What follows belongs to an exercise in optimizing a design on an open flow for small area and a short achievable clock period; a production flow would make more cautious choices. At most, simulation tests tie the RTL to the original design; equivalence was not proved. Function not checked in runs 1 and 2: the RTL went through the layout flow alone. No activity file was given, so power comes from the tool's default toggle rates.

==> design/flow/design.v <==
module c_a22oi (input logic a1, a2, b1, b2, output logic y);
    assign y = ~((a1 & a2) | (b1 & b2));
endmodule
module c_nand4 (input logic a, b, c, d, output logic y);
    assign y = ~(a & b & c & d);
endmodule
module c_nand3 (input logic a, b, c, output logic y);
    assign y = ~(a & b & c);
endmodule
module c_nand2 (input logic a, b, output logic y);
    assign y = ~(a & b);
endmodule
module c_nor2 (input logic a, b, output logic y);
    assign y = ~(a | b);
endmodule
module c_inv (input logic a, output logic y);
    assign y = ~a;
endmodule
module c_mux2i (input logic a, b, s, output logic y);
    assign y = ~(s ? b : a);
endmodule
module c_inv_o (input logic a, output logic y);
    assign y = ~a;
endmodule
module c_and2_o (input logic a, b, output logic y);
    assign y = a & b;
endmodule
module c_nand2_o (input logic a, b, output logic y);
    assign y = ~(a & b);
endmodule
module c_a22o (input logic a1, a2, b1, b2, output logic y);
    assign y = (a1 & a2) | (b1 & b2);
endmodule
module c_a21o (input logic a1, a2, b1, output logic y);
    assign y = (a1 & a2) | b1;
endmodule
module c_a222oi (input logic a1, a2, b1, b2, c1, c2, output logic y);
    assign y = ~((a1 & a2) | (b1 & b2) | (c1 & c2));
endmodule
module c_nor3 (input logic a, b, c, output logic y);
    assign y = ~(a | b | c);
endmodule
module c_or3 (input logic a, b, c, output logic y);
    assign y = a | b | c;
endmodule
module c_and2 (input logic a, b, output logic y);
    assign y = a & b;
endmodule
module c_xor2 (input logic a, b, output logic y);
    assign y = a ^ b;
endmodule
module c_pgpre (input logic x, y, output logic g, p);
    c_and2 u_g (.a(x), .b(y), .y(g));
    c_xor2 u_p (.a(x), .b(y), .y(p));
endmodule
module c_pgcomb (input logic gh, ph, gl, pl, output logic g, p);
    assign g = gh | (ph & gl);
    assign p = ph & pl;
endmodule
module c_pgcomb_n (input logic gh, ph, gl, pl, output logic g, p);
    assign g = ~(gh | (ph & gl));
    assign p = ~(ph & pl);
endmodule
module c_pgcomb_p (input logic gh, ph, gl, pl, output logic g, p);
    assign g = ~(gh & (ph | gl));
    assign p = ~(ph | pl);
endmodule
module c_pginv (input logic gi, pi, output logic g, p);
    assign g = ~gi;
    assign p = ~pi;
endmodule
module rdport_half (
    input  logic [31:0]   sel,
    input  logic [1023:0] words,
    output logic [31:0]   lo_n,
    output logic [31:0]   hi_n
);
    genvar j, m;
    generate
        for (j = 0; j < 32; j++) begin : bit_
            logic [15:0] t1;
            logic [3:0]  t2;
            for (m = 0; m < 16; m++) begin : t1_
                c_a22oi u (.a1(sel[2*m]), .a2(words[32*(2*m) + j]),
                           .b1(sel[2*m+1]), .b2(words[32*(2*m+1) + j]), .y(t1[m]));
            end
            for (m = 0; m < 4; m++) begin : t2_
                c_nand4 u (.a(t1[4*m]), .b(t1[4*m+1]), .c(t1[4*m+2]), .d(t1[4*m+3]), .y(t2[m]));
            end
            c_nor2 u_lo (.a(t2[0]), .b(t2[1]), .y(lo_n[j]));
            c_nor2 u_hi (.a(t2[2]), .b(t2[3]), .y(hi_n[j]));
        end
    endgenerate
endmodule
module rdport_f (
    input  logic [31:0]   sel,
    input  logic [1023:0] words,
    output logic [31:0]   q
);
    logic [31:0] lo_n, hi_n;
    rdport_half u_h (.sel(sel), .words(words), .lo_n(lo_n), .hi_n(hi_n));
    genvar j;
    generate
        for (j = 0; j < 32; j++) begin : bit_
            c_nand2 u (.a(lo_n[j]), .b(hi_n[j]), .y(q[j]));
        end
    endgenerate
endmodule
module rdport_s (
    input  logic [31:0]   sel,
    input  logic [1023:0] words,
    output logic [31:0]   q
);
    genvar j, m;
    generate
        for (j = 0; j < 32; j++) begin : bit_
            logic [10:0] t1;
            logic [2:0]  t2;
            for (m = 0; m < 10; m++) begin : t1_
                c_a222oi u (.a1(sel[3*m]), .a2(words[32*(3*m) + j]),
                            .b1(sel[3*m+1]), .b2(words[32*(3*m+1) + j]),
                            .c1(sel[3*m+2]), .c2(words[32*(3*m+2) + j]), .y(t1[m]));
            end
            c_a22oi u_last (.a1(sel[30]), .a2(words[32*30 + j]),
                            .b1(sel[31]), .b2(words[32*31 + j]), .y(t1[10]));
            c_nand4 u_n0 (.a(t1[0]), .b(t1[1]), .c(t1[2]), .d(t1[3]), .y(t2[0]));
            c_nand4 u_n1 (.a(t1[4]), .b(t1[5]), .c(t1[6]), .d(t1[7]), .y(t2[1]));
            c_nand3 u_n2 (.a(t1[8]), .b(t1[9]), .c(t1[10]), .y(t2[2]));
            c_or3   u_o  (.a(t2[0]), .b(t2[1]), .c(t2[2]), .y(q[j]));
        end
    endgenerate
endmodule
module rdport_r (
    input  logic [31:0]   sel,
    input  logic [1023:0] words,
    output logic [31:0]   q
);
    genvar j, m;
    generate
        for (j = 0; j < 32; j++) begin : bit_
            logic [15:0] t1;
            logic [3:0]  t2;
            logic        lo_n, hi_n;
            c_nand2 u_first (.a(sel[1]), .b(words[32 + j]), .y(t1[0]));
            for (m = 1; m < 16; m++) begin : t1_
                c_a22oi u (.a1(sel[2*m]), .a2(words[32*(2*m) + j]),
                           .b1(sel[2*m+1]), .b2(words[32*(2*m+1) + j]), .y(t1[m]));
            end
            for (m = 0; m < 4; m++) begin : t2_
                c_nand4 u (.a(t1[4*m]), .b(t1[4*m+1]), .c(t1[4*m+2]), .d(t1[4*m+3]), .y(t2[m]));
            end
            c_nor2  u_lo (.a(t2[0]), .b(t2[1]), .y(lo_n));
            c_nor2  u_hi (.a(t2[2]), .b(t2[3]), .y(hi_n));
            c_nand2 u_q  (.a(lo_n), .b(hi_n), .y(q[j]));
        end
    endgenerate
endmodule
module rdport_d (
    input  logic [31:0]   sel,
    input  logic [1023:0] words,
    output logic [31:0]   q_n
);
    genvar j, m;
    generate
        for (j = 0; j < 32; j++) begin : bit_
            logic [10:0] t1;
            logic [2:0]  t2;
            for (m = 0; m < 10; m++) begin : t1_
                c_a222oi u (.a1(sel[3*m]), .a2(words[32*(3*m) + j]),
                            .b1(sel[3*m+1]), .b2(words[32*(3*m+1) + j]),
                            .c1(sel[3*m+2]), .c2(words[32*(3*m+2) + j]), .y(t1[m]));
            end
            c_a22oi u_last (.a1(sel[30]), .a2(words[32*30 + j]),
                            .b1(sel[31]), .b2(words[32*31 + j]), .y(t1[10]));
            c_nand4 u_n0 (.a(t1[0]), .b(t1[1]), .c(t1[2]), .d(t1[3]), .y(t2[0]));
            c_nand4 u_n1 (.a(t1[4]), .b(t1[5]), .c(t1[6]), .d(t1[7]), .y(t2[1]));
            c_nand3 u_n2 (.a(t1[8]), .b(t1[9]), .c(t1[10]), .y(t2[2]));
            c_nor3  u_o  (.a(t2[0]), .b(t2[1]), .c(t2[2]), .y(q_n[j]));
        end
    endgenerate
endmodule
module addn #(
    parameter int w      = 32,
    parameter int levels = 5
) (
    input  logic [w-1:0] x,
    input  logic [w-1:0] y,
    input  logic         cin,
    output logic [w-1:0] s
);
    logic [w-1:0] g0, p0;
    logic [w-1:0] g [levels+1];
    logic [w-1:0] p [levels+1];
    genvar i, k;
    generate
        for (i = 0; i < w; i++) begin : pre
            c_pgpre u (.x(x[i]), .y(y[i]), .g(g0[i]), .p(p0[i]));
        end
        c_pgcomb u_cin (.gh(g0[0]), .ph(p0[0]), .gl(cin), .pl(1'b0), .g(g[0][0]), .p(p[0][0]));
        assign g[0][w-1:1] = g0[w-1:1];
        assign p[0][w-1:1] = p0[w-1:1];
        for (k = 0; k < levels; k++) begin : lv
            for (i = 0; i < w; i++) begin : b
                if (i >= (1 << k)) begin : c
                    if (k % 2 == 0) begin : n
                        c_pgcomb_n u (.gh(g[k][i]), .ph(p[k][i]), .gl(g[k][i-(1<<k)]),
                                      .pl(p[k][i-(1<<k)]), .g(g[k+1][i]), .p(p[k+1][i]));
                    end else begin : t
                        c_pgcomb_p u (.gh(g[k][i]), .ph(p[k][i]), .gl(g[k][i-(1<<k)]),
                                      .pl(p[k][i-(1<<k)]), .g(g[k+1][i]), .p(p[k+1][i]));
                    end
                end else begin : wire_
                    c_pginv u (.gi(g[k][i]), .pi(p[k][i]), .g(g[k+1][i]), .p(p[k+1][i]));
                end
            end
        end
    endgenerate
    assign s = p0 ^ ~{g[levels][w-2:0], ~cin};
endmodule
module shift32 (
    input  logic [31:0] a,
    input  logic [4:0]  sh,
    input  logic        left,
    input  logic        fill,
    output logic [31:0] y
);
    logic [31:0] v [6];
    genvar i, k;
    generate
        for (i = 0; i < 32; i++) begin : rv0
            c_mux2i u (.a(a[i]), .b(a[31-i]), .s(left), .y(v[0][i]));
        end
        for (k = 1; k <= 5; k++) begin : lv
            for (i = 0; i < 32; i++) begin : b
                if (i + (1 << (k-1)) < 32) begin : in_
                    c_mux2i u (.a(v[k-1][i]), .b(v[k-1][i + (1 << (k-1))]), .s(sh[k-1]),
                               .y(v[k][i]));
                end else begin : fl
                    c_mux2i u (.a(v[k-1][i]), .b((k % 2 == 1) ? ~fill : fill), .s(sh[k-1]),
                               .y(v[k][i]));
                end
            end
        end
        assign y = v[5];
    endgenerate
endmodule
module cpu_top (
    input  logic        clk,
    input  logic        reset,
    input  logic        run,
    input  logic        prog_valid,
    input  logic [15:0] prog_addr,
    input  logic [31:0] prog_word,
    output logic        prog_ready,
    output logic        retire_valid,
    output logic [31:0] retire_pc,
    output logic [31:0] retire_instr,
    output logic        retire_we,
    output logic [4:0]  retire_rd,
    output logic [31:0] retire_value
);
    localparam logic [6:0] op_reg   = 7'b0110011;
    localparam logic [6:0] op_imm   = 7'b0010011;
    localparam logic [6:0] op_lui   = 7'b0110111;
    localparam logic [6:0] op_load  = 7'b0000011;
    localparam logic [6:0] op_store = 7'b0100011;
    logic [31:0] imem [32];
    logic [31:0] dmem [32];
    logic [31:0] regs [1:31];
    logic [4:0]  pc;
    logic [31:0] ir;
    logic [31:0] sum_q, oth_q, dsel_q;
    logic        a31_q, b31_q;
    logic        st_q, wr_q, legal_q;
    logic        s_sum_q, s_oth_q, s_rev_q, s_slt_q;
    logic [1023:0] imem_flat, regs_flat, dmem_flat;
    always_comb begin
        for (int i = 0; i < 32; i++) begin
            imem_flat[32*i +: 32] = imem[i];
            dmem_flat[32*i +: 32] = dmem[i];
            regs_flat[32*i +: 32] = (i == 0) ? 32'b0 : regs[i];
        end
    end
    logic [4:0]  rd;
    logic        wen;
    logic        slt;
    logic [31:0] wb;
    assign rd  = ir[11:7];
    assign wen = run && wr_q;
    assign slt = (a31_q == b31_q) ? a31_q : sum_q[31];
    logic [31:0] ld_n, oth_n, oth_rev;
    rdport_d u_dmem_rd (.sel(dsel_q), .words(dmem_flat), .q_n(ld_n));
    always_comb begin
        for (int i = 0; i < 32; i++)
            oth_rev[i] = oth_q[31-i];
    end
    assign oth_n = ~(({32{s_sum_q}} & sum_q) | ({32{s_oth_q}} & oth_q)
                     | ({32{s_rev_q}} & oth_rev) | {31'b0, s_slt_q & slt});
    genvar gj;
    generate
        for (gj = 0; gj < 32; gj++) begin : wb_
            c_nand2   u (.a(ld_n[gj]), .b(oth_n[gj]), .y(wb[gj]));
            c_nand2_o o (.a(ld_n[gj]), .b(oth_n[gj]), .y(retire_value[gj]));
        end
    endgenerate
    always_ff @(posedge clk) begin
        for (int i = 1; i < 32; i++) begin
            if (reset || (wen && rd == 5'(i)))
                regs[i] <= wb & {32{!reset}};
        end
    end
    always_ff @(posedge clk) begin
        for (int i = 0; i < 32; i++) begin
            if (run && st_q && dsel_q[i])
                dmem[i] <= oth_q;
        end
    end
    c_inv_o  u_ready (.a(run), .y(prog_ready));
    c_and2_o u_valid (.a(run), .b(legal_q), .y(retire_valid));
    c_and2_o u_we    (.a(run), .b(wr_q), .y(retire_we));
    assign retire_pc    = {25'b0, pc, 2'b00};
    assign retire_instr = ir;
    assign retire_rd    = rd;
    logic        iw;
    logic        hit;       
    logic        upd;       
    logic [4:0]  pc_inc;
    logic [31:0] pc2_sel;
    logic [31:0] imem_pc2;
    logic [31:0] nir;       
    logic [31:0] nir_n;
    logic [31:0] nx;        
    logic [31:0] nr;        
    assign iw     = prog_valid && !run && prog_addr[15:5] == 11'd0;
    assign hit    = iw && (reset ? prog_addr[4:0] == 5'd0 : prog_addr[4:0] == pc);
    assign upd    = run || hit || reset;
    assign pc_inc = pc + 5'd1;
    always_comb begin
        for (int i = 0; i < 32; i++)
            pc2_sel[i] = pc + 5'd2 == 5'(i);
    end
    rdport_s u_imem_rd (.sel(pc2_sel), .words(imem_flat), .q(imem_pc2));
    always_comb begin
        if (run)
            nir_n = imem_pc2;
        else if (iw && prog_addr[4:0] == (reset ? 5'd1 : pc_inc))
            nir_n = prog_word;
        else if (reset)
            nir_n = imem[1];
        else
            nir_n = nir;
    end
    always_ff @(posedge clk) begin
        nir <= nir_n;
    end
    logic        use0;
    assign use0 = reset && !(prog_valid && prog_addr == 16'd0);
    always_comb begin
        if (run)       nx = nir;
        else if (use0) nx = imem[0];
        else           nx = prog_word;
    end
    assign nr = run ? nir : prog_word;
    always_ff @(posedge clk) begin
        if (iw)
            imem[prog_addr[4:0]] <= prog_word;
    end
    always_ff @(posedge clk) begin
        if (reset)
            pc <= '0;
        else if (run)
            pc <= pc_inc;
    end
    logic [6:0]  nop;
    logic [2:0]  nf3;
    logic        nalt, nalu, n_legal, n_wr, n_ld, n_st;
    assign nop     = nx[6:0];
    assign nf3     = nx[14:12];
    assign nalt    = nx[31:25] == 7'b0100000;
    assign nalu    = nop == op_reg || nop == op_imm;
    assign n_ld    = nop == op_load && nf3 == 3'b010;
    assign n_st    = nop == op_store && nf3 == 3'b010;
    assign n_legal = (nop == op_reg && (nalt || nx[31:25] == 7'b0) && nf3 != 3'b011)
                   || (nop == op_imm && nf3 != 3'b011) || nop == op_lui || n_ld || n_st;
    assign n_wr    = n_legal && !n_st && nx[11:7] != 5'd0;
    function automatic logic [35:0] opctl(input logic [31:0] w);
        logic [6:0]  o;
        logic [2:0]  f;
        logic        al, alu;
        logic [31:0] im;
        o   = w[6:0];
        f   = w[14:12];
        al  = w[31:25] == 7'b0100000;
        alu = o == op_reg || o == op_imm;
        if (o == op_store)
            im = {{20{w[31]}}, w[31:25], w[11:7]};
        else if (o == op_lui)
            im = {w[31:12], 12'b0};
        else
            im = {{20{w[31]}}, w[31:20]};
        opctl = {o != op_reg,
                 (o == op_reg && f == 3'b000 && al) || (alu && f == 3'b010),
                 f == 3'b001,
                 al && f != 3'b001,
                 im};
    endfunction
    logic [35:0] ctl_run, ctl_0, ctl_pw, ctl;
    logic        use_imm, inv, left, sra;
    logic [31:0] imm;
    assign ctl_run = opctl(nir);
    assign ctl_0   = opctl(imem[0]);
    assign ctl_pw  = opctl(prog_word);
    assign ctl     = run ? ctl_run : use0 ? ctl_0 : ctl_pw;
    assign {use_imm, inv, left, sra, imm} = ctl;
    logic [4:0]  rs1, rs2;
    logic [31:0] sel1, sel2, ra, rr;
    logic        hit1, hit2;
    logic [31:0] a, rb, b, bx;
    logic        nrun;
    assign nrun = !run;
    assign rs1 = nr[19:15];
    assign rs2 = nr[24:20];
    logic [31:0] dn1, dn2, dp1, dp2;
    always_comb begin
        dn1 = '0;
        dn2 = '0;
        dp1 = '0;
        dp2 = '0;
        for (int i = 1; i < 32; i++) begin
            dn1[i] = nir[19:15] == 5'(i);
            dn2[i] = nir[24:20] == 5'(i);
            dp1[i] = prog_word[19:15] == 5'(i);
            dp2[i] = prog_word[24:20] == 5'(i);
        end
    end
    genvar gs;
    generate
        assign sel1[0] = 1'b0;
        assign sel2[0] = 1'b0;
        for (gs = 1; gs < 32; gs++) begin : sel_
            c_a22o u1 (.a1(run), .a2(dn1[gs]), .b1(nrun), .b2(dp1[gs]), .y(sel1[gs]));
            c_a22o u2 (.a1(run), .a2(dn2[gs]), .b1(nrun), .b2(dp2[gs]), .y(sel2[gs]));
        end
    endgenerate
    rdport_r u_rs1_rd (.sel(sel1), .words(regs_flat), .q(ra));
    rdport_r u_rs2_rd (.sel(sel2), .words(regs_flat), .q(rr));
    logic        ka, rsel;
    logic [31:0] ob;
    assign hit1 = wen && rd == rs1;
    assign hit2 = wen && rd == rs2;
    logic [31:0] obx, rrx;
    assign ka   = !hit1 && !reset;
    assign rsel = !use_imm && !hit2 && !reset;
    assign ob   = ({32{use_imm}} & imm) | ({32{!use_imm && hit2}} & wb);
    assign obx  = {32{!rsel}} & (ob ^ {32{inv}});
    assign rb   = ({32{hit2}} & wb) | ({32{!hit2 && !reset}} & rr);
    genvar go;
    generate
        for (go = 0; go < 32; go++) begin : op_
            c_a22o ua (.a1(hit1), .a2(wb[go]), .b1(ka), .b2(ra[go]), .y(a[go]));
            c_a21o ub (.a1(rsel), .a2(rr[go]), .b1(ob[go]), .y(b[go]));
            c_xor2 ux (.a(rr[go]), .b(inv), .y(rrx[go]));
            c_a21o uc (.a1(rsel), .a2(rrx[go]), .b1(obx[go]), .y(bx[go]));
        end
    endgenerate
    logic [31:0] sum_n, sh_n, lg_n, oth_d;
    logic [4:0]  shamt;
    logic        fill;
    assign shamt = b[4:0];
    assign fill  = sra && a[31];
    addn    u_add (.x(a), .y(bx), .cin(inv), .s(sum_n));
    shift32 u_sh  (.a(a), .sh(shamt), .left(left), .fill(fill), .y(sh_n));
    assign oth_d = (nalu && nf3[1:0] == 2'b01) ? sh_n : lg_n;
    always_comb begin
        case (nf3)
            3'b100:  lg_n = a ^ b;
            3'b110:  lg_n = a | b;
            default: lg_n = a & b;
        endcase
        if (nop == op_lui)   lg_n = imm;
        if (nop == op_store) lg_n = rb;
    end
    logic [6:0]  ls_sum;
    logic [3:0]  dlo;
    logic [7:0]  dhi;
    logic [31:0] dsel_n;
    addn #(.w(7), .levels(3)) u_ls (.x(a[6:0]), .y(imm[6:0]), .cin(1'b0), .s(ls_sum));
    always_comb begin
        for (int i = 0; i < 4; i++)
            dlo[i] = ls_sum[3:2] == 2'(i);
        for (int i = 0; i < 8; i++)
            dhi[i] = ls_sum[6:4] == 3'(i) && (n_ld || n_st);
        for (int i = 0; i < 32; i++)
            dsel_n[i] = dlo[i % 4] && dhi[i / 4];
    end
    always_ff @(posedge clk) begin
        if (upd) begin
            ir      <= nx;
            sum_q   <= sum_n;
            oth_q   <= oth_d;
            a31_q   <= a[31];
            b31_q   <= bx[31];
            dsel_q  <= dsel_n;
            st_q    <= n_st;
            wr_q    <= n_wr;
            legal_q <= n_legal;
            s_sum_q <= nalu && nf3 == 3'b000;
            s_slt_q <= nalu && nf3 == 3'b010;
            s_rev_q <= nalu && nf3 == 3'b001;
            s_oth_q <= (nalu && nf3 != 3'b000 && nf3 != 3'b010 && nf3 != 3'b001) || nop == op_lui
                     || nop == op_store;
        end
    end
endmodule
==> design/flow/flow/run.sh <==
#!/bin/bash
# Own layout flow: the standard synthesis, then every combinational cell set to its
# smallest size, then the standard ORFS layout with timing repair aimed well below the clock
# period, small clock-tree buffers and plain port buffers.
set -euo pipefail
R=orfs/results/$FLOW_PLATFORM/cpu_top/base
KNOBS=(
  "SETUP_SLACK_MARGIN=7.5"
  "TNS_END_PERCENT=30"
  "CTS_BUF_LIST=sky130_fd_sc_hd__clkbuf_16"
  "CTS_CLUSTER_SIZE=24"
  "CTS_CLUSTER_DIAMETER=80"
  "PRE_IO_PLACEMENT_TCL=$PWD/flow/io.tcl"
  "BUFFER_PORTS_ARGS=-buffer_cell sky130_fd_sc_hd__buf_2"
)
bash standard.sh synth > log_synth.txt 2>&1
RESULTS=$R openroad -no_init -exit flow/downsize.tcl > log_downsize.txt 2>&1
touch $R/1_synth.sdc
bash standard.sh "${KNOBS[@]}" finish > log_layout.txt 2>&1
==> design/flow/flow/downsize.tcl <==
# Area recovery before floorplanning: every combinational cell of the synthesized netlist is
# set to the smallest cell of its own family (same logic function, e.g. a22oi_2 -> a22oi_1).
# Flip-flops and tie cells are left as synthesis made them. Timing repair later sizes up
# the cells that need it.
set results $::env(RESULTS)
read_db $results/1_synth.odb
set db [ord::get_db]
set block [ord::get_db_block]

proc family {name} {
    if {[regexp {^(sky130_fd_sc_hd__[a-z0-9]+)_([0-9]+)$} $name -> base drive]} {
        return $base
    }
    return ""
}

set skip {df edf sdf sedf dl conb tap fill decap lpflow probe clkdly dlygate}
array set best {}
array set best_area {}
foreach lib [$db getLibs] {
    foreach m [$lib getMasters] {
        set n [$m getName]
        set fam [family $n]
        if {$fam eq ""} { continue }
        set a [expr {double([$m getWidth]) * [$m getHeight]}]
        if {![info exists best($fam)] || $a < $best_area($fam)} {
            set best($fam) $m
            set best_area($fam) $a
        }
    }
}

set swapped 0
set kept 0
foreach inst [$block getInsts] {
    set m [$inst getMaster]
    set n [$m getName]
    set fam [family $n]
    if {$fam eq ""} { incr kept; continue }
    set short [string range $fam 17 end]
    set hit 0
    foreach s $skip {
        if {[string match "${s}*" $short]} { set hit 1; break }
    }
    if {$hit} { incr kept; continue }
    # the last gates of the load-data path to retire_value keep drive strength 2
    set keep 0
    foreach it [$inst getITerms] {
        if {[$it isOutputSignal] && [$it getNet] ne "NULL"} {
            set nn [[$it getNet] getName]
            foreach pat {ld_n* wb* retire_value* u_rs1_rd.bit_*.lo_n u_rs1_rd.bit_*.hi_n u_rs2_rd.bit_*.lo_n u_rs2_rd.bit_*.hi_n ra* rr*} {
                if {[string match $pat $nn]} { set keep 1 }
            }
        }
    }
    if {$keep} {
        set m2 [$db findMaster "${fam}_2"]
        if {$m2 ne "NULL"} { $inst swapMaster $m2; incr swapped }
        continue
    }
    set a [expr {double([$m getWidth]) * [$m getHeight]}]
    if {$best_area($fam) < $a} {
        $inst swapMaster $best($fam)
        incr swapped
    }
}
puts "downsize: swapped $swapped instances, kept $kept"
write_db $results/1_synth.odb
==> design/flow/flow/io.tcl <==
# Keep run next to the outputs that follow it combinationally.
set_io_pin_constraint -group -order -pin_names {prog_ready retire_valid run retire_we}
==> design/flow/standard.sh <==
#!/bin/bash
# synth_recipe.tcl (not shown) runs the flow's synth.tcl, then flattens the netlist and writes it again
# the make line also repeats each setting of config.mk as NAME=value (left out here)
make -C /OpenROAD-flow-scripts/flow DESIGN_CONFIG=/design/flow/config.mk WORK_HOME=/design/flow/orfs CLKGATE_MAP_FILE= SYNTH_SCRIPT=/design/flow/synth_recipe.tcl "${@:-finish}"
==> design/flow/config.mk <==
export PLATFORM = sky130hd
export DESIGN_NAME = cpu_top
export DESIGN_NICKNAME = cpu_top
export VERILOG_FILES = /design/flow/design.v
export SDC_FILE = /design/flow/constraint.sdc
export NUM_CORES = 8
export LEC_CHECK = 0
export CAP_MARGIN = 20
export CORE_MARGIN = 2
export CORE_UTILIZATION = 40
export SETUP_SLACK_MARGIN = 1.0
export SLEW_MARGIN = 20
export SYNTH_HIERARCHICAL = 1
==> design/flow/constraint.sdc <==
create_clock -name core_clock -period 13.0 [get_ports {clk}]
set_input_delay 2.6000 -clock core_clock [delete_from_list [all_inputs] [get_ports {clk}]]
set_output_delay 2.6000 -clock core_clock [all_outputs]
set_load 0.01 [all_outputs]
==> results of run 1 <==
==> repair_timing <==
action	in CTS	in global routing
resized for setup	926	214
hold buffers	0	0
hold endpoints to repair	0	0
pin swaps	217	93
setup endpoints to repair	136	134
setup buffers	188	58
cloned	46	10
==> sequential cells by signal, indices dropped and copies added (netlist names), 32 cells and up <==
signal  flops
dmem     1024
imem     1024
regs      992
dsel_q     32
ir         32
nir        32
oth_q      32
sum_q      32
==> where the power goes <==
group	leakage, nW	switching (mW)	internal [mW]
registers	30.1	0.232	12.0
clock network	2.52	3.40	2.63
logic	17.2	2.43	1.09
total	49.8	6.06	15.7
==> critical path: stages <==
cell	delay, ns
sky130_fd_sc_hd__clkbuf_16	0.17
sky130_fd_sc_hd__buf_4	0.18
sky130_fd_sc_hd__buf_16	0.12
sky130_fd_sc_hd__and2_4	0.19
sky130_fd_sc_hd__buf_6	0.13
==> per-layer routing <==
| layer | share of wire | up-vias | GRT usage |
|---|---|---|---|
| li1 | - | 37014 | - |
| met1 | 0.37 | 47331 | 0.381 |
| met2 | 0.46 | 6650 | 0.446 |
| met3 | 0.12 | 1207 | 0.0615 |
| met4 | 0.053 | 12 | 0.128 |
| met5 | 0.00014 | - | 0 |
==> worst paths after layout <==
kind	endpoint	cells after the start	slack [ns]
max	retire_we	5	6.97
min reg2reg	nir[9]	2	0.65
max reg2reg	sum_q[6]	16	7.92
min	nir[9]	2	0.65
==> metrics by stage <==
step	utilization	hold WS, ns	instance area, um^2	instances	setup slack [ns]
final	0.472	0.647	155000	13491	6.97
after CTS	0.466	0.652	153000	13403	7.13
after global routing	0.472	0.683	155000	13482	6.95
after global placement	0.429	0.621	140000	12937	4.24
after detailed placement	0.429	0.623	141000	12941	4.18
after floorplan	-	0.546	132000	8349	5.00
==> placed cells by master, fill, tap and decap left out, types with 123 or more instances in the layout <==
master                         n
sky130_fd_sc_hd__clkbuf_16   181
sky130_fd_sc_hd__nor2_1      191
sky130_fd_sc_hd__a22oi_1    1034
sky130_fd_sc_hd__nand3_1     123
sky130_fd_sc_hd__mux2i_1     201
sky130_fd_sc_hd__inv_1       126
sky130_fd_sc_hd__nand4_1     387
sky130_fd_sc_hd__edfxtp_1   3209
sky130_fd_sc_hd__buf_4       426
sky130_fd_sc_hd__nand2_1     350
sky130_fd_sc_hd__a222oi_1    672
==> cell type report <==
| class | count | area [um^2] | area share |
|---|---|---|---|
| antenna | 10 | 25.0 | 0.000162 |
| sequential | 3214 | 96500 | 0.624 |
| timing repair inverter | 2 | 13.8 | 0.0000890 |
| tap | 4346 | 5440 | 0.0352 |
| multi-input combinational | 4804 | 39200 | 0.253 |
| clock buffer | 170 | 4250 | 0.0275 |
| timing repair buffer | 759 | 7810 | 0.0505 |
| clock inverter | 58 | 893 | 0.00578 |
| inverter | 128 | 510 | 0.00330 |
==> summary.txt, run 1 <==
The worst register-to-register path begins at dsel_q[12]. Summing internal, switching and leakage power gives 21.7 mW. Of all nets on the critical path, the largest fanout is 8. For this configuration, the core starts out at a cell density of 0.402. Based on the critical path, the design can be clocked at up to 166 MHz. The routed design could run at a clock period as short as 6.03 ns. The initial antenna violation count came out at 19.

The I/O pin total came out at 156. The startpoint identified for the worst hold timing path is imem[1][9]. The number of nets in the layout came out at 9200. The filler cells instantiated in the layout total 27950. The area growth from synthesis to layout came out at 17.4%.

In this run the remaining antenna-violating nets after routing total 0. The sum of overflow across all layers after global routing is 0. The worst-skew pair later-pin latency is 0.95 ns. The deepest level of the CTS H-tree came out at 4.

The setup TNS after final layout came out at 0 ns. The critical path starts at run. In this run the standard cell core region covers 327000 um^2. The total standard cell area after synthesis is 132000 um^2. The maximum vdd drop is 134 uV. For this design the ratio of total power to cell area is 141 nW/um^2.

The die covers 334000 um^2. The via count came out at 92214. The placer's final routability congestion estimate is 0.976. The type of origin of the critical path is a primary input.

The final-report setup violation count is 0. The final worst-path cycle share came out at 0.464. The tree is rooted in a sky130_fd_sc_hd__clkbuf_16. The class of the worst hold path is reg2reg.

Buffers inserted during clock tree synthesis total 170. The number of global-route vias before repair came out at 87004. The maximum number of pins on one net before global-route repair is 138. The detailed placement HPWL is 292000 um. The overall die width came out at 578 um. The first global-routing pass estimated 677000 um of wire. The per-instance average area after synthesis came out at 15.8 um^2.

The routed wire length per instance is 36.7 um. The transition at the pin with the smallest max-transition slack is 1.16 ns. The worst clock skew on the final layout is 0.108 ns. The CTS tree is yes. The vertical die dimension is 578 um.

The category of the worst setup path capture point is an output port. In this run the tool buffered the top-level ports with 128 buffer cells. The wire length reported by the detailed router is 495000 um.

The worst setup path is of the in2out kind. The count of final max-slew check failures came out at 0. The per-cell via count in the routed design is 6.84. Synthesis handed over a netlist of 8322 instances.

The ratio of cells with drive above 1 in the final layout is 0.208. The clock sink total is 3214. The number of core rows came out at 210. The count of synthesis-stage warnings from yosys is 21. The critical path arrival came out at 3.43 ns. The max-capacitance violation count came out at 0. After the first detailed-routing iteration, the DRC count stood at 16210. Before antenna repair, the detailed router went through 8 iterations. The overall track demand over capacity in global routing is 0.285.

For this run, design rule violations remaining after detail routing come to 0. The flow ran to the end and the layout has no timing, DRC or antenna violations. Setup repair after global routing could not meet its margin everywhere.

The leakage component of the power is 49.8 nW. The worst slew margin relative to its limit is 0.218. The clock edge transition at the registers on the reported setup and hold paths is 0.09 ns. The hold violation total from the final report is 0. The maximum count of clock buffers along a single path is 4.

The data required time at the worst endpoint came out at 10.40 ns.
==> run 2, diff against run 1 <==
--- a/design/flow/flow/run.sh
+++ b/design/flow/flow/run.sh
@@ -7,4 +7,4 @@
 KNOBS=(
-  "SETUP_SLACK_MARGIN=7.5"
-  "TNS_END_PERCENT=30"
+  "SETUP_SLACK_MARGIN=7.2"
+  "TNS_END_PERCENT=100"
   "CTS_BUF_LIST=sky130_fd_sc_hd__clkbuf_16"
==> summary.txt, run 2 <==
The flow ran to the end and the layout has no timing, DRC or antenna violations. The startpoint identified for the worst hold timing path is imem[1][9]. The I/O pin total is 156 (unchanged). The wire length reported by the detailed router came out at 493000 um (-0.51%). For hold timing, the worst endpoint is nir[9]. The category of the worst setup path capture point is a register. The final worst-path cycle share is 0.467 (+0.00366). The total standard cell area after synthesis came out at 132000 um^2 (unchanged).

The cell sitting at the root of the clock tree is a sky130_fd_sc_hd__clkbuf_16. The highest net fanout along the worst path is 32 (+24). The deepest level of the CTS H-tree came out at 4 (unchanged). The maximum number of pins on one net before global-route repair came out at 138 (unchanged). The area enclosed by the die boundary came to 334000 um^2 (unchanged).

The sum of overflow across all layers after global routing came out at 0 (unchanged). The detailed placement HPWL is 292000 um (unchanged). The initial antenna violation count came out at 24 (+5). The number of core rows is 210 (unchanged).

The type of origin of the critical path is a primary input. The number of buffers created by CTS is 170 (unchanged). The top cell types in the final layout, fill and taps aside, are 3209 x sky130_fd_sc_hd__edfxtp_1, 1037 x sky130_fd_sc_hd__a22oi_1, 672 x sky130_fd_sc_hd__a222oi_1. The placer's final routability congestion estimate is 0.976 (unchanged). Walking the worst path, the cells encountered are clkbuf_16, buf_16, inv_16, bufbuf_16, a22o_1, buf_8, a22oi_1, nand4_1, nor2_2, nand2_1, a22o_2, mux2i_4, mux2i_2, mux2i_1, mux2i_1, mux2i_1, mux2i_1, a221o_1. In this run the critical register-to-register path is captured at oth_q[19].

The synthesized instance count came out at 8322 (unchanged). The setup slack of the critical path after layout came out at 6.92 ns (-0.0476 ns). The per-cell via count in the routed design came out at 6.84 (about the same). The cell depth of the worst flop-to-flop path is 16 (unchanged).

The total power per unit cell area is 141 nW/um^2 (+0.24%). The final design area excluding fillers came out at 153000 um^2 (-1.1%). Compared with the post-synthesis result, the final layout area differs by 16.1%.

The kind of cell with the highest combined delay along the critical path is compound AO/OA/AOI/OAI gates. The hold violation total from the final report came out at 0 (unchanged). The ratio of cells with drive above 1 in the final layout came out at 0.194 (-0.0145). The per-instance average area after synthesis came out at 15.8 um^2 (unchanged). The clock sink total came to 3214 (unchanged). The worst-path cell with the longest stage delay is sky130_fd_sc_hd__a22o_2. The leakage component of the power came out at 49.1 nW (-1.3%).

The worst-case hold slack came out at 0.650 ns (+0.00283 ns). Tracing the worst setup path back leads to its startpoint at run. TritonCTS built the clock tree. The kind of critical path is in2reg. The first-pass GRT wire length came out at 668000 um (-1.3%).

The number of global-route vias before repair is 85907 (-1.3%). The starting density of the core is 0.402 (unchanged). The post-route antenna net violation count came out at 0 (unchanged).

The post-place setup slack is 4.18 ns (unchanged). The maximum vdd drop came out at 135 uV (+0.43%). The transition at the pin with the smallest max-transition slack is 1.33 ns (+0.168 ns). The delay contributed by the slowest stage of the critical path is 0.39 ns (+0.20 ns). The total buffers and inverters traversed by the critical path is 5 (+1). The clock period minus final worst setup slack is 6.08 ns (+0.0476 ns). The via count came to 91740 (-0.51%). The register area was 96500 um^2 (unchanged). The starting DRC count in detailed routing is 16380 (+1.0%).

The number of DRC violations after detailed routing came out at 0 (unchanged). The core region area is 327000 um^2 (unchanged). The overall track demand over capacity in global routing is 0.281 (-0.00368). The clock edge transition at the registers on the reported setup and hold paths came out at 0.09 ns (about the same). The area occupied by multi-input gates is 38300 um^2 (-2.2%). The overall die width came out at 578 um (unchanged). The data required time at the worst endpoint came out at 13.64 ns (+3.24 ns). The class of the worst hold path is reg2reg. Setup repair after global routing could not meet its margin everywhere. The area of placed instances came out at 141000 um^2 (unchanged). The number of nets in the layout came out at 9126 (-0.80%).

The maximum count of clock buffers along a single path is 4 (unchanged). The final-report setup violation count was 0 (unchanged). The number of filler cells placed in the layout came out at 28086 (+0.49%). The critical path arrival is 6.71 ns (+3.28 ns). The setup TNS after final layout came out at 0 ns (unchanged).

The count of synthesis-stage warnings from yosys came out at 21 (unchanged). The worst slew margin relative to its limit came to 0.110 (-0.108). The length of the first detailed-routing pass in iterations came out at 10 (+2). The total number of cells along the worst setup path came out at 18 (+13). The count of final max-slew check failures came out at 0 (unchanged). Counting stages on the worst path, the most repeated cell is sky130_fd_sc_hd__mux2i_1. The worst setup slack for register-to-register paths is 8.00 ns (+0.08 ns). The count of hold-fix buffers inserted at cts is 0 (unchanged). The vertical die dimension came out at 578 um (unchanged). The worst-skew pair later-pin latency was 0.95 ns (about the same). The launch point of the worst reg-to-reg path is nir[19]. The timing-limited maximum frequency was 165 MHz (-0.78%). The worst clock skew on the final layout is 0.106 ns (-0.00163 ns).

The count of buffers inserted at the top-level ports is 128 (unchanged). The final core utilization came out at 0.467 (-0.00539). The max-capacitance violation count came to 0 (unchanged).

The library cell used most frequently in the layout, excluding fill and tap cells, is sky130_fd_sc_hd__edfxtp_1. The depth of the worst hold-timing path came out at 2 (unchanged). The routed wire length per instance was 36.7 um (about the same).
[run 2: worst max-delay path by stage]
| stage | endpoint | slack, ns |
|---|---|---|
| 2_1_floorplan | a31_q | 5.00 |
| 3_3_place_gp | oth_q[19] | 4.24 |
| 3_5_place_dp | oth_q[19] | 4.18 |
| 4_1_cts | sum_q[30] | 7.12 |
| 5_1_grt | sum_q[22] | 6.86 |
| 6_report | oth_q[19] | 6.92 |
[run 2: cell type report]
type                            instances  share of cell area
Timing Repair inverter                  1           0.0000328
Multi-Input combinational cell       4804               0.251
Inverter                              128             0.00328
Clock inverter                         58             0.00585
Tap cell                             4346              0.0356
Antenna cell                           11            0.000180
Sequential cell                      3214               0.631
Timing Repair Buffer                  686              0.0452
Clock buffer                          170              0.0278
[run 2: power breakdown]
group          total [mW]  internal, mW  switching, mW
registers            12.2          12.0          0.233
logic                3.32         0.983           2.34
clock network        6.03          2.63           3.40
total                21.6          15.6           5.97
[run 2: routing by layer]
metal / share of wire / track usage
met1: 0.37 / 0.378
met2: 0.46 / 0.442
met3: 0.12 / 0.0575
met4: 0.052 / 0.122
met5: 0.00017 / 0
[run 2: metrics by stage]
stage,cells,total power [mW]
after floorplan,8349,13.7
after global placement,12937,15.0
after global routing,13410,22.0
final,13418,21.6
after detailed placement,12941,15.1
after CTS,13306,21.2
[run 2: worst register-to-register path: cells and delay by family (launching register included)]
family	cells	cell delay [ns]
multiplexers	6	1.21
AND/OR/NAND/NOR	5	1.02
flip-flops	1	1.02
buffers and inverters	1	0.18
AO/OA/AOI/OAI	4	1.29
[run 2: what timing repair did]
action / CTS / global route
setup endpoints to repair: 125 / 117
pin swaps: 92 / 125
buffers inserted: 108 / 70
resized for setup: 591 / 360
gates cloned: 29 / 19
==> run 3, diff against run 2 <==
--- a/design/flow/design.v
+++ b/design/flow/design.v
@@ -27,4 +27,4 @@
 endmodule
-module c_nand2_o (input logic a, b, output logic y);
-    assign y = ~(a & b);
+module c_nand3_o (input logic a, b, c, output logic y);
+    assign y = ~(a & b & c);
 endmodule
@@ -39,5 +39,2 @@
 endmodule
-module c_nor3 (input logic a, b, c, output logic y);
-    assign y = ~(a | b | c);
-endmodule
 module c_or3 (input logic a, b, c, output logic y);
@@ -157,26 +154,2 @@
 endmodule
-module rdport_d (
-    input  logic [31:0]   sel,
-    input  logic [1023:0] words,
-    output logic [31:0]   q_n
-);
-    genvar j, m;
-    generate
-        for (j = 0; j < 32; j++) begin : bit_
-            logic [10:0] t1;
-            logic [2:0]  t2;
-            for (m = 0; m < 10; m++) begin : t1_
-                c_a222oi u (.a1(sel[3*m]), .a2(words[32*(3*m) + j]),
-                            .b1(sel[3*m+1]), .b2(words[32*(3*m+1) + j]),
-                            .c1(sel[3*m+2]), .c2(words[32*(3*m+2) + j]), .y(t1[m]));
-            end
-            c_a22oi u_last (.a1(sel[30]), .a2(words[32*30 + j]),
-                            .b1(sel[31]), .b2(words[32*31 + j]), .y(t1[10]));
-            c_nand4 u_n0 (.a(t1[0]), .b(t1[1]), .c(t1[2]), .d(t1[3]), .y(t2[0]));
-            c_nand4 u_n1 (.a(t1[4]), .b(t1[5]), .c(t1[6]), .d(t1[7]), .y(t2[1]));
-            c_nand3 u_n2 (.a(t1[8]), .b(t1[9]), .c(t1[10]), .y(t2[2]));
-            c_nor3  u_o  (.a(t2[0]), .b(t2[1]), .c(t2[2]), .y(q_n[j]));
-        end
-    endgenerate
-endmodule
 module addn #(
@@ -290,4 +263,4 @@
     assign slt = (a31_q == b31_q) ? a31_q : sum_q[31];
-    logic [31:0] ld_n, oth_n, oth_rev;
-    rdport_d u_dmem_rd (.sel(dsel_q), .words(dmem_flat), .q_n(ld_n));
+    logic [31:0] ld_lo_n, ld_hi_n, oth_n, oth_rev;
+    rdport_half u_dmem_rd (.sel(dsel_q), .words(dmem_flat), .lo_n(ld_lo_n), .hi_n(ld_hi_n));
     always_comb begin
@@ -301,4 +274,4 @@
         for (gj = 0; gj < 32; gj++) begin : wb_
-            c_nand2   u (.a(ld_n[gj]), .b(oth_n[gj]), .y(wb[gj]));
-            c_nand2_o o (.a(ld_n[gj]), .b(oth_n[gj]), .y(retire_value[gj]));
+            c_nand3   u (.a(ld_lo_n[gj]), .b(ld_hi_n[gj]), .c(oth_n[gj]), .y(wb[gj]));
+            c_nand3_o o (.a(ld_lo_n[gj]), .b(ld_hi_n[gj]), .c(oth_n[gj]), .y(retire_value[gj]));
         end
--- a/design/flow/flow/run.sh
+++ b/design/flow/flow/run.sh
@@ -7,8 +7,7 @@
 KNOBS=(
-  "SETUP_SLACK_MARGIN=7.2"
-  "TNS_END_PERCENT=100"
+  "SETUP_SLACK_MARGIN=7.5"
+  "TNS_END_PERCENT=10"
   "CTS_BUF_LIST=sky130_fd_sc_hd__clkbuf_16"
-  "CTS_CLUSTER_SIZE=24"
-  "CTS_CLUSTER_DIAMETER=80"
-  "PRE_IO_PLACEMENT_TCL=$PWD/flow/io.tcl"
+  "CTS_CLUSTER_SIZE=28"
+  "CTS_CLUSTER_DIAMETER=90"
   "BUFFER_PORTS_ARGS=-buffer_cell sky130_fd_sc_hd__buf_2"
--- a/design/flow/flow/downsize.tcl
+++ b/design/flow/flow/downsize.tcl
@@ -45,17 +45,2 @@
     if {$hit} { incr kept; continue }
-    # the last gates of the load-data path to retire_value keep drive strength 2
-    set keep 0
-    foreach it [$inst getITerms] {
-        if {[$it isOutputSignal] && [$it getNet] ne "NULL"} {
-            set nn [[$it getNet] getName]
-            foreach pat {ld_n* wb* retire_value* u_rs1_rd.bit_*.lo_n u_rs1_rd.bit_*.hi_n u_rs2_rd.bit_*.lo_n u_rs2_rd.bit_*.hi_n ra* rr*} {
-                if {[string match $pat $nn]} { set keep 1 }
-            }
-        }
-    }
-    if {$keep} {
-        set m2 [$db findMaster "${fam}_2"]
-        if {$m2 ne "NULL"} { $inst swapMaster $m2; incr swapped }
-        continue
-    }
     set a [expr {double([$m getWidth]) * [$m getHeight]}]
removed: design/flow/flow/io.tcl
==> summary.txt, run 3 <==
The first-pass GRT wire length was 669000 um (about the same). The worst-skew pair later-pin latency came out at 0.92 ns (-0.03 ns). The deepest level of the CTS H-tree is 4 (unchanged). The delay contributed by the slowest stage of the critical path came out at 0.66 ns (+0.27 ns).

The clock period minus final worst setup slack came out at 6.05 ns (-0.0220 ns). The ratio of cells with drive above 1 in the final layout came out at 0.176 (-0.0181). The min-delay analysis places its worst path in the category reg2reg.

The cell sitting at the root of the clock tree is a sky130_fd_sc_hd__clkbuf_16. The count of synthesis-stage warnings from yosys came to 21 (unchanged). The final non-filler cell total is 13635 (+1.6%). The routed wire length per instance came out at 35.8 um (-2.6%).

The final-report setup violation count is 0 (unchanged). The via count is 91944 (+0.22%). The area enclosed by the die boundary is 334000 um^2 (+0.18%). The worst slew margin relative to its limit was 0.262 (+0.152).

The critical path arrival is 3.45 ns (-3.26 ns). The cell count after placement came out at 13163 (+1.7%). The maximum vdd drop is 103 uV (-24%). The vertical die dimension came out at 578 um (about the same).

The cell family contributing the most delay on the critical path is simple AND/OR/NAND/NOR gates. The total standard cell area after synthesis came to 132000 um^2 (+0.18%). The sum of overflow across all layers after global routing was 0 (unchanged).

The initial antenna violation count is 21 (-13%). The highest net fanout along the worst path is 33 (+3.1%). Setup repair after global routing could not meet its margin everywhere. The length of the first detailed-routing pass in iterations is 11 (+1). The flow ran to the end and the layout has no timing, DRC or antenna violations.

The count of buffers inserted at the top-level ports is 128 (unchanged). The leakage component of the power came out at 48.9 nW (-0.41%). Leaving out fill and tap cells, the most frequent cell in the layout is sky130_fd_sc_hd__edfxtp_1. The post-place setup slack came out at 3.89 ns (-0.289 ns). The number of core rows came out at 210 (unchanged). The number of global-route vias before repair came out at 85731 (-0.20%).

The post-route antenna net violation count is 0 (unchanged). The total power per unit cell area came out at 139 nW/um^2 (-1.5%). The post-route total power came out at 21.3 mW (-1.4%). The maximum number of pins on one net before global-route repair came to 77 (-44%). The placer's final routability congestion estimate was 0.989 (+1.4%). The final worst-path cycle share is 0.466 (-0.00169). The overall track demand over capacity in global routing came out at 0.281 (about the same). The setup TNS after final layout is 0 ns (unchanged). The per-cell via count in the routed design is 6.74 (-1.4%).

The detailed placement HPWL came out at 286000 um (-2.0%). The starting density of the core is 0.403 (+0.000411). The clock edge transition at the registers on the reported setup and hold paths is 0.11 ns (+0.02 ns). The starting DRC count in detailed routing came out at 15966 (-2.5%).

In the layout the commonest cells are 3209 x sky130_fd_sc_hd__edfxtp_1, 1518 x sky130_fd_sc_hd__a22oi_1, 451 x sky130_fd_sc_hd__nand4_1. The max-capacitance violation count is 0 (unchanged). The synthesized instance count is 8546 (+2.7%). The number of nets in the layout is 9344 (+2.4%).

The hold violation total from the final report is 0 (unchanged). The CTS tree is yes. The number of buffers created by CTS is 152 (-11%). The I/O pin total was 156 (unchanged). The number of DRC violations after detailed routing came out at 0 (unchanged). The per-instance average area after synthesis came out at 15.4 um^2 (-2.4%). For this design, the slowest cell found on the critical path is sky130_fd_sc_hd__nor2_1. The clock sink total is 3214 (unchanged). The area growth from synthesis to layout came out at 16.1% (about the same). The critical path is of the reg2out type. The worst setup path is captured at an output port. The count of hold-fix buffers inserted at cts came to 0 (unchanged).

The total buffers and inverters traversed by the critical path is 2 (-3). The signal on the critical path passes through buf_4, a22oi_1, nand4_1, nor2_1, nand3_1, buf_2. The transition at the pin with the smallest max-transition slack is 1.11 ns (-0.224 ns). The core region area came out at 328000 um^2 (about the same). STA classifies the critical path startpoint as a register. The maximum count of clock buffers along a single path was 4 (unchanged). The timing-limited maximum frequency was 165 MHz (+0.36%). The overall die width came to 578 um (about the same). The count of final max-slew check failures is 0 (unchanged). The wire length reported by the detailed router came out at 488000 um (-1.0%).

The data required time at the worst endpoint is 10.40 ns (-3.24 ns). The worst clock skew on the final layout is 0.0841 ns (-0.0220 ns). The setup slack of the critical path after layout came out at 6.95 ns (+0.0220 ns).
## run 3: changes by cell type in the layout (fill, tap and decap cells not counted), sizes merged, moves of 32 or more
cell    before   now
nand4      387   451
nand3      129   161
nor3        73    41
nor2       416   482
a222oi     672   352
a22oi     1050  1530
nand2      490   426
## run 3: power by group
group	internal (mW)	total (mW)	switching, mW	leakage, nW
Combinational	0.991	3.39	2.40	16.6
Sequential	12.0	12.2	0.225	30.1
Clock	2.32	5.68	3.36	2.27
## run 3: final cells by class
type                       instances  area (um^2)
antenna                           13         32.5
fill                           28043       175000
inverter                         128          500
sequential                      3214        96500
clock inverter                    53          821
tap                             4346         5440
multi-input combinational       5037        38800
timing repair buffer             689         7170
clock buffer                     154         3850
timing repair inverter             1         5.00
## run 3: worst min-delay path, delay by kind of cell (launching register included)
family	cells	cell delay [ns]
flip-flops	1	0.38
AO/OA/AOI/OAI	1	0.09
AND/OR/NAND/NOR	1	0.06
## run 3: metrics by stage
step	cell area, um^2	hold WS, ns	util
finish	153000	0.642	0.467
global route	153000	0.672	0.467
CTS	152000	0.617	0.463
detailed placement	141000	0.593	0.429
global placement	141000	0.599	0.429
floorplan	132000	0.546	-
## run 3: repair_timing
action | 4_1_cts | 5_1_grt
setup endpoints to repair | 689 | 177
resized for setup | 883 | 224
setup buffers | 160 | 29
cloned | 54 | 8
pin swaps | 130 | 52
endpoints found under the hold margin | 0 | 0
## run 3: routing by layer
layer  vias up  global-route usage  share of wire
li1      37291                   -              -
met3      1069              0.0576           0.12
met5         -                   0       0.000043
met1     47083               0.384           0.38
met4         4               0.142          0.060
met2      6497               0.426           0.44
## run 3: path summary, 6_finish.rpt
| check | start | to | slack, ns | cells past startpoint |
|---|---|---|---|---|
| worst max-delay path | dsel_q[20] | retire_value[23] | 6.95 | 6 |
| worst min-delay path | nir[7] | ir[7] | 0.64 | 2 |
| worst max register to register | dsel_q[28] | sum_q[26] | 8.01 | 17 |
| worst min register to register | nir[7] | ir[7] | 0.64 | 2 |
==> run 4, diff against run 3 <==
--- a/design/flow/design.v
+++ b/design/flow/design.v
@@ -27,4 +27,4 @@
 endmodule
-module c_nand3_o (input logic a, b, c, output logic y);
-    assign y = ~(a & b & c);
+module c_nand2_o (input logic a, b, output logic y);
+    assign y = ~(a & b);
 endmodule
@@ -39,2 +39,5 @@
 endmodule
+module c_nor3 (input logic a, b, c, output logic y);
+    assign y = ~(a | b | c);
+endmodule
 module c_or3 (input logic a, b, c, output logic y);
@@ -154,2 +157,52 @@
 endmodule
+module rdport_d (
+    input  logic [31:0]   sel,
+    input  logic [1023:0] words,
+    output logic [31:0]   q_n
+);
+    genvar j, m;
+    generate
+        for (j = 0; j < 32; j++) begin : bit_
+            logic [10:0] t1;
+            logic [2:0]  t2;
+            for (m = 0; m < 10; m++) begin : t1_
+                c_a222oi u (.a1(sel[3*m]), .a2(words[32*(3*m) + j]),
+                            .b1(sel[3*m+1]), .b2(words[32*(3*m+1) + j]),
+                            .c1(sel[3*m+2]), .c2(words[32*(3*m+2) + j]), .y(t1[m]));
+            end
+            c_a22oi u_last (.a1(sel[30]), .a2(words[32*30 + j]),
+                            .b1(sel[31]), .b2(words[32*31 + j]), .y(t1[10]));
+            c_nand4 u_n0 (.a(t1[0]), .b(t1[1]), .c(t1[2]), .d(t1[3]), .y(t2[0]));
+            c_nand4 u_n1 (.a(t1[4]), .b(t1[5]), .c(t1[6]), .d(t1[7]), .y(t2[1]));
+            c_nand3 u_n2 (.a(t1[8]), .b(t1[9]), .c(t1[10]), .y(t2[2]));
+            c_nor3  u_o  (.a(t2[0]), .b(t2[1]), .c(t2[2]), .y(q_n[j]));
+        end
+    endgenerate
+endmodule
+module rdport_rx (
+    input  logic [31:0]   sel,
+    input  logic [1023:0] words,
+    input  logic [31:0]   x_n,
+    output logic [31:0]   q
+);
+    genvar j, m;
+    generate
+        for (j = 0; j < 32; j++) begin : bit_
+            logic [15:0] t1;
+            logic [3:0]  t2;
+            logic        lo_n, hi_n;
+            c_nand2 u_first (.a(sel[1]), .b(words[32 + j]), .y(t1[0]));
+            for (m = 1; m < 16; m++) begin : t1_
+                c_a22oi u (.a1(sel[2*m]), .a2(words[32*(2*m) + j]),
+                           .b1(sel[2*m+1]), .b2(words[32*(2*m+1) + j]), .y(t1[m]));
+            end
+            for (m = 0; m < 4; m++) begin : t2_
+                c_nand4 u (.a(t1[4*m]), .b(t1[4*m+1]), .c(t1[4*m+2]), .d(t1[4*m+3]), .y(t2[m]));
+            end
+            c_nor2  u_lo (.a(t2[0]), .b(t2[1]), .y(lo_n));
+            c_nor2  u_hi (.a(t2[2]), .b(t2[3]), .y(hi_n));
+            c_nand3 u_q  (.a(lo_n), .b(hi_n), .c(x_n[j]), .y(q[j]));
+        end
+    endgenerate
+endmodule
 module addn #(
@@ -263,4 +316,4 @@
     assign slt = (a31_q == b31_q) ? a31_q : sum_q[31];
-    logic [31:0] ld_lo_n, ld_hi_n, oth_n, oth_rev;
-    rdport_half u_dmem_rd (.sel(dsel_q), .words(dmem_flat), .lo_n(ld_lo_n), .hi_n(ld_hi_n));
+    logic [31:0] ld_n, oth_n, oth_rev;
+    rdport_d u_dmem_rd (.sel(dsel_q), .words(dmem_flat), .q_n(ld_n));
     always_comb begin
@@ -274,4 +327,4 @@
         for (gj = 0; gj < 32; gj++) begin : wb_
-            c_nand3   u (.a(ld_lo_n[gj]), .b(ld_hi_n[gj]), .c(oth_n[gj]), .y(wb[gj]));
-            c_nand3_o o (.a(ld_lo_n[gj]), .b(ld_hi_n[gj]), .c(oth_n[gj]), .y(retire_value[gj]));
+            c_nand2   u (.a(ld_n[gj]), .b(oth_n[gj]), .y(wb[gj]));
+            c_nand2_o o (.a(ld_n[gj]), .b(oth_n[gj]), .y(retire_value[gj]));
         end
@@ -305,3 +358,2 @@
     logic [31:0] nx;        
-    logic [31:0] nr;        
     assign iw     = prog_valid && !run && prog_addr[15:5] == 11'd0;
@@ -335,3 +387,2 @@
     end
-    assign nr = run ? nir : prog_word;
     always_ff @(posedge clk) begin
@@ -373,4 +424,4 @@
             im = {{20{w[31]}}, w[31:20]};
-        opctl = {o != op_reg,
-                 (o == op_reg && f == 3'b000 && al) || (alu && f == 3'b010),
+        opctl = {!w[5] || w[2],
+                 (w[5] && f == 3'b000 && al) || f == 3'b010,
                  f == 3'b001,
@@ -387,21 +438,24 @@
     assign {use_imm, inv, left, sra, imm} = ctl;
-    logic [4:0]  rs1, rs2;
-    logic [31:0] sel1, sel2, ra, rr;
-    logic        hit1, hit2;
-    logic [31:0] a, rb, b, bx;
-    logic        nrun;
-    assign nrun = !run;
-    assign rs1 = nr[19:15];
-    assign rs2 = nr[24:20];
-    logic [31:0] dn1, dn2, dp1, dp2;
+    logic [31:0] sel1, sel2;
+    logic [31:0] a, b, bx;
+    logic        nrr;
+    logic        uimm_run, uimm_pw;
+    logic        f1, f2;
+    logic [31:0] x1_n, x2_n;
+    assign nrr      = !run && !reset;
+    assign uimm_run = ctl_run[35];
+    assign uimm_pw  = ctl_pw[35];
+    logic [31:0] dn1, dn2, dp1, dp2, kill;
     always_comb begin
-        dn1 = '0;
-        dn2 = '0;
-        dp1 = '0;
-        dp2 = '0;
+        dn1  = '0;
+        dn2  = '0;
+        dp1  = '0;
+        dp2  = '0;
+        kill = '0;
         for (int i = 1; i < 32; i++) begin
-            dn1[i] = nir[19:15] == 5'(i);
-            dn2[i] = nir[24:20] == 5'(i);
-            dp1[i] = prog_word[19:15] == 5'(i);
-            dp2[i] = prog_word[24:20] == 5'(i);
+            kill[i] = wr_q && rd == 5'(i);
+            dn1[i]  = nir[19:15] == 5'(i) && !kill[i];
+            dn2[i]  = nir[24:20] == 5'(i) && !kill[i] && !uimm_run;
+            dp1[i]  = prog_word[19:15] == 5'(i);
+            dp2[i]  = prog_word[24:20] == 5'(i) && !uimm_pw;
         end
@@ -413,18 +467,12 @@
         for (gs = 1; gs < 32; gs++) begin : sel_
-            c_a22o u1 (.a1(run), .a2(dn1[gs]), .b1(nrun), .b2(dp1[gs]), .y(sel1[gs]));
-            c_a22o u2 (.a1(run), .a2(dn2[gs]), .b1(nrun), .b2(dp2[gs]), .y(sel2[gs]));
+            c_a22o u1 (.a1(run), .a2(dn1[gs]), .b1(nrr), .b2(dp1[gs]), .y(sel1[gs]));
+            c_a22o u2 (.a1(run), .a2(dn2[gs]), .b1(nrr), .b2(dp2[gs]), .y(sel2[gs]));
         end
     endgenerate
-    rdport_r u_rs1_rd (.sel(sel1), .words(regs_flat), .q(ra));
-    rdport_r u_rs2_rd (.sel(sel2), .words(regs_flat), .q(rr));
-    logic        ka, rsel;
-    logic [31:0] ob;
-    assign hit1 = wen && rd == rs1;
-    assign hit2 = wen && rd == rs2;
-    logic [31:0] obx, rrx;
-    assign ka   = !hit1 && !reset;
-    assign rsel = !use_imm && !hit2 && !reset;
-    assign ob   = ({32{use_imm}} & imm) | ({32{!use_imm && hit2}} & wb);
-    assign obx  = {32{!rsel}} & (ob ^ {32{inv}});
-    assign rb   = ({32{hit2}} & wb) | ({32{!hit2 && !reset}} & rr);
+    assign f1   = run && wr_q && rd == nir[19:15];
+    assign f2   = run && wr_q && rd == nir[24:20] && !uimm_run;
+    assign x1_n = ~({32{f1}} & wb);
+    assign x2_n = ~(({32{f2}} & wb) | ({32{use_imm}} & imm));
+    rdport_rx u_rs1_rd (.sel(sel1), .words(regs_flat), .x_n(x1_n), .q(a));
+    rdport_rx u_rs2_rd (.sel(sel2), .words(regs_flat), .x_n(x2_n), .q(b));
     genvar go;
@@ -432,6 +480,3 @@
         for (go = 0; go < 32; go++) begin : op_
-            c_a22o ua (.a1(hit1), .a2(wb[go]), .b1(ka), .b2(ra[go]), .y(a[go]));
-            c_a21o ub (.a1(rsel), .a2(rr[go]), .b1(ob[go]), .y(b[go]));
-            c_xor2 ux (.a(rr[go]), .b(inv), .y(rrx[go]));
-            c_a21o uc (.a1(rsel), .a2(rrx[go]), .b1(obx[go]), .y(bx[go]));
+            c_xor2 ux (.a(b[go]), .b(inv), .y(bx[go]));
         end
@@ -453,3 +498,3 @@
         if (nop == op_lui)   lg_n = imm;
-        if (nop == op_store) lg_n = rb;
+        if (nop == op_store) lg_n = b;
     end
--- a/design/flow/flow/run.sh
+++ b/design/flow/flow/run.sh
@@ -7,7 +7,8 @@
 KNOBS=(
-  "SETUP_SLACK_MARGIN=7.5"
-  "TNS_END_PERCENT=10"
+  "SETUP_SLACK_MARGIN=7.2"
+  "TNS_END_PERCENT=100"
   "CTS_BUF_LIST=sky130_fd_sc_hd__clkbuf_16"
-  "CTS_CLUSTER_SIZE=28"
-  "CTS_CLUSTER_DIAMETER=90"
+  "CTS_CLUSTER_SIZE=24"
+  "CTS_CLUSTER_DIAMETER=80"
+  "PRE_IO_PLACEMENT_TCL=$PWD/flow/io.tcl"
   "BUFFER_PORTS_ARGS=-buffer_cell sky130_fd_sc_hd__buf_2"
--- a/design/flow/flow/downsize.tcl
+++ b/design/flow/flow/downsize.tcl
@@ -45,2 +45,17 @@
     if {$hit} { incr kept; continue }
+    # the last gates of the load-data path to retire_value keep drive strength 2
+    set keep 0
+    foreach it [$inst getITerms] {
+        if {[$it isOutputSignal] && [$it getNet] ne "NULL"} {
+            set nn [[$it getNet] getName]
+            foreach pat {ld_n* wb* retire_value* u_rs?_rd.bit_*.lo_n u_rs?_rd.bit_*.hi_n a\[* b\[*} {
+                if {[string match $pat $nn]} { set keep 1 }
+            }
+        }
+    }
+    if {$keep} {
+        set m2 [$db findMaster "${fam}_2"]
+        if {$m2 ne "NULL"} { $inst swapMaster $m2; incr swapped }
+        continue
+    }
     set a [expr {double([$m getWidth]) * [$m getHeight]}]
==> design/flow/flow/io.tcl (new file) <==
# Keep run next to the outputs that follow it combinationally.
set_io_pin_constraint -group -order -pin_names {prog_ready retire_valid run retire_we}
==> summary.txt, run 4 <==
The run finished with no timing, DRC or antenna violations. The final-report setup violation count came out at 0 (unchanged). The synthesized instance count is 8017 (-6.2%). The count of buffers inserted at the top-level ports came to 128 (unchanged). Setup repair after global routing could not meet its margin everywhere.

The library cell used most frequently in the layout, excluding fill and tap cells, is sky130_fd_sc_hd__edfxtp_1. The starting density of the core is 0.401 (-0.00155). The via count came out at 89510 (-2.6%). The category of the worst setup path capture point is a register. The first-pass GRT wire length is 639000 um (-4.4%). The tree is rooted in a sky130_fd_sc_hd__clkbuf_16. The post-route antenna net violation count is 0 (unchanged). The layer with the highest usage after global routing is met2. The global routing met1 resource utilization came out at 0.368 (-0.0161).

The sum of overflow across all layers after global routing came out at 0 (unchanged). The per-cell via count in the routed design is 6.80 (+0.86%). The transition at the pin with the smallest max-transition slack is 1.18 ns (+0.0765 ns). The number of core rows came out at 209 (-0.48%). The starting DRC count in detailed routing is 16666 (+4.4%). TritonCTS built the clock tree. The number of filler cells placed in the layout is 27492 (-2.0%). The worst setup path is of the in2reg kind. The I/O pin total is 156 (unchanged). The detailed placement HPWL came out at 285000 um (-0.46%).

The final core utilization is 0.470 (+0.00263). The met2 global-route usage came to 0.414 (-0.0126). The maximum number of pins on one net before global-route repair came out at 77 (unchanged).

The count of final max-slew check failures came to 0 (unchanged). In this run the worst hold path is classified as reg2reg. The core region area came out at 323000 um^2 (-1.3%).

The deepest level of the CTS H-tree is 4 (unchanged). The area enclosed by the die boundary came to 329000 um^2 (-1.6%). The length of the first detailed-routing pass in iterations came out at 19 (+8).

The total standard cell area after synthesis came out at 130000 um^2 (-1.7%). The met3 usage came out at 0.0565 (-0.00105). The area growth from synthesis to layout is 17.2%. The number of nets in the layout is 8890 (-4.9%). The overall track demand over capacity in global routing is 0.269 (-0.0116). The number of global-route vias before repair came out at 82154 (-4.2%). The cell count after placement was 12623 (-4.1%). The data required time at the worst endpoint is 13.76 ns (+3.36 ns). The placer's final routability congestion estimate was 0.983 (-0.61%).

The worst-skew pair later-pin latency came to 0.94 ns (+0.02 ns). The timing-limited maximum frequency is 167 MHz (+0.93%). The initial antenna violation count is 26 (+24%). The maximum count of clock buffers along a single path came out at 4 (unchanged). The final non-filler cell total came out at 13161 (-3.5%). The critical path arrival came out at 6.76 ns (+3.31 ns). The wire length reported by the detailed router is 471000 um (-3.3%). The max-capacitance violation count came to 0 (unchanged).

The highest net fanout along the worst path came out at 32 (-3.0%). The total power per unit cell area was 145 nW/um^2 (+4.2%). The ratio of cells with drive above 1 in the final layout is 0.209 (+0.0332). The worst clock skew on the final layout is 0.0718 ns (-0.0123 ns). The vertical die dimension came out at 573 um (-0.82%). The overall die width is 573 um (-0.82%). The clock sink total came out at 3214 (unchanged).

The count of synthesis-stage warnings from yosys is 21 (unchanged). The leakage component of the power is 48.2 nW (-1.6%). The maximum vdd drop is 108 uV (+5.0%). The clock edge transition at the registers on the reported setup and hold paths came out at 0.09 ns (-0.02 ns). Leaving out fill and tap cells, the most frequent cells in the layout are 3209 x sky130_fd_sc_hd__edfxtp_1, 1029 x sky130_fd_sc_hd__a22oi_1, 672 x sky130_fd_sc_hd__a222oi_1. The routed wire length per instance is 35.8 um (+0.18%). The count of hold-fix buffers inserted at cts came out at 0 (unchanged). The number of DRC violations after detailed routing came to 0 (unchanged). The worst setup path is launched from a primary input. The clock period minus final worst setup slack came out at 6.00 ns (-0.0556 ns). The final worst-path cycle share came to 0.461 (-0.00427).

The worst slew margin relative to its limit is 0.207 (-0.0546). The per-instance average area after synthesis came to 16.2 um^2 (+4.8%). The number of buffers created by CTS is 168 (+11%).

The hold violation total from the final report is 0 (unchanged).
## run 4: final timing paths
check,from,to,slack [ns],depth (start not counted)
min reg2reg,imem[1][21],nir[21],0.66,2
min,imem[1][21],nir[21],0.66,2
max,prog_word[5],oth_q[14],7.00,21
max reg2reg,ir[10],oth_q[8],7.07,18
## run 4: per-stage QoR
stage | hold WS, ns | power (mW) | setup slack (ns) | instance area (um^2) | setup TNS [ns]
finish | 0.658 | 22.0 | 7.00 | 152000 | 0
global route | 0.701 | 22.5 | 7.09 | 152000 | 0
CTS | 0.647 | 21.4 | 7.16 | 148000 | 0
detailed placement | 0.629 | 15.3 | 3.68 | 139000 | 0
global placement | 0.625 | 15.2 | 3.55 | 138000 | 0
floorplan | 0.561 | 13.9 | -4.92 | 130000 | -673.95
## run 4: per-layer routing
metal | vias up | wire length, um
li1 | 35811 | -
met1 | 45924 | 177000
met2 | 6696 | 210000
met3 | 1069 | 56900
met4 | 10 | 27000
met5 | - | 57
## run 4: worst max-delay path, stage by stage
cell	delay [ns]
sky130_fd_sc_hd__buf_6	0.12
sky130_fd_sc_hd__buf_12	0.15
sky130_fd_sc_hd__nor3b_4	0.16
sky130_fd_sc_hd__buf_12	0.15
sky130_fd_sc_hd__nand3_4	0.14
sky130_fd_sc_hd__nor2_1	0.06
sky130_fd_sc_hd__a22o_1	0.23
sky130_fd_sc_hd__buf_12	0.19
sky130_fd_sc_hd__a22oi_2	0.18
sky130_fd_sc_hd__nand4_1	0.36
sky130_fd_sc_hd__nor2_4	0.40
sky130_fd_sc_hd__nand3_4	0.23
sky130_fd_sc_hd__buf_12	0.23
sky130_fd_sc_hd__mux2i_4	0.18
sky130_fd_sc_hd__mux2i_1	0.10
sky130_fd_sc_hd__buf_4	0.16
sky130_fd_sc_hd__mux2i_1	0.31
sky130_fd_sc_hd__mux2i_1	0.14
sky130_fd_sc_hd__mux2i_1	0.31
sky130_fd_sc_hd__o22ai_1	0.14
sky130_fd_sc_hd__nor2_2	0.18
## run 4: final cells by class
type | count | area (um^2) | area share
Clock inverter | 53 | 699 | 0.00460
Timing Repair Buffer | 712 | 6990 | 0.0460
Clock buffer | 169 | 4230 | 0.0278
Tap cell | 4325 | 5410 | 0.0356
Antenna cell | 15 | 37.5 | 0.000247
Multi-Input combinational cell | 4538 | 37600 | 0.248
Inverter | 134 | 513 | 0.00338
Timing Repair inverter | 1 | 5.00 | 0.0000329
Sequential cell | 3214 | 96500 | 0.635
## run 4: power by group
part	leakage [nW]	total [mW]	internal (mW)	switching, mW
logic	15.6	3.74	1.26	2.48
clock network	2.41	5.88	2.55	3.33
registers	30.1	12.4	12.0	0.350
total	48.2	22.0	15.8	6.16
## run 4: repair_timing
action | CTS | global route
pin swaps | 166 | 183
cloned | 17 | 25
gates resized for setup | 648 | 525
buffers inserted | 117 | 129
setup endpoints to repair | 284 | 110

-- re-timing with driven ports --
In the flow no input, the clock included, has a driving cell. The finished layouts below were timed again as built, in two steps.
Step 1: set_driving_cell puts a clkbuf_16 on clk and a buf_2 on each other input, an assumption about the parent block.
Step 2 times the ports against the registers' clock, not the clock port: input delays grow and output delays shrink by t, the midpoint of the rising clock arrivals with the driver on.
a / b / c = no drivers / after step 1 / after step 2; a / b = the first two.
| run | t, ns | setup WS [ns] | hold WS [ns] |
|---|---|---|---|
| run 1 | 1.002 | 6.972 / 6.603 / 5.695 | 0.647 / 0.647 / 0.647 |
| run 2 | 1.002 | 6.924 / 6.605 / 5.606 | 0.650 / 0.650 / 0.650 |
| run 3 | 0.975 | 6.946 / 6.544 / 5.631 | 0.642 / 0.642 / 0.642 |
| run 4 | 1.002 | 7.002 / 6.897 / 5.896 | 0.658 / 0.658 / 0.658 |
After both steps setup and hold are still met in every run listed. For run 2, which loses most, drivers alone change the setup slack by -0.319 ns; drivers and shift together by -1.318 ns.
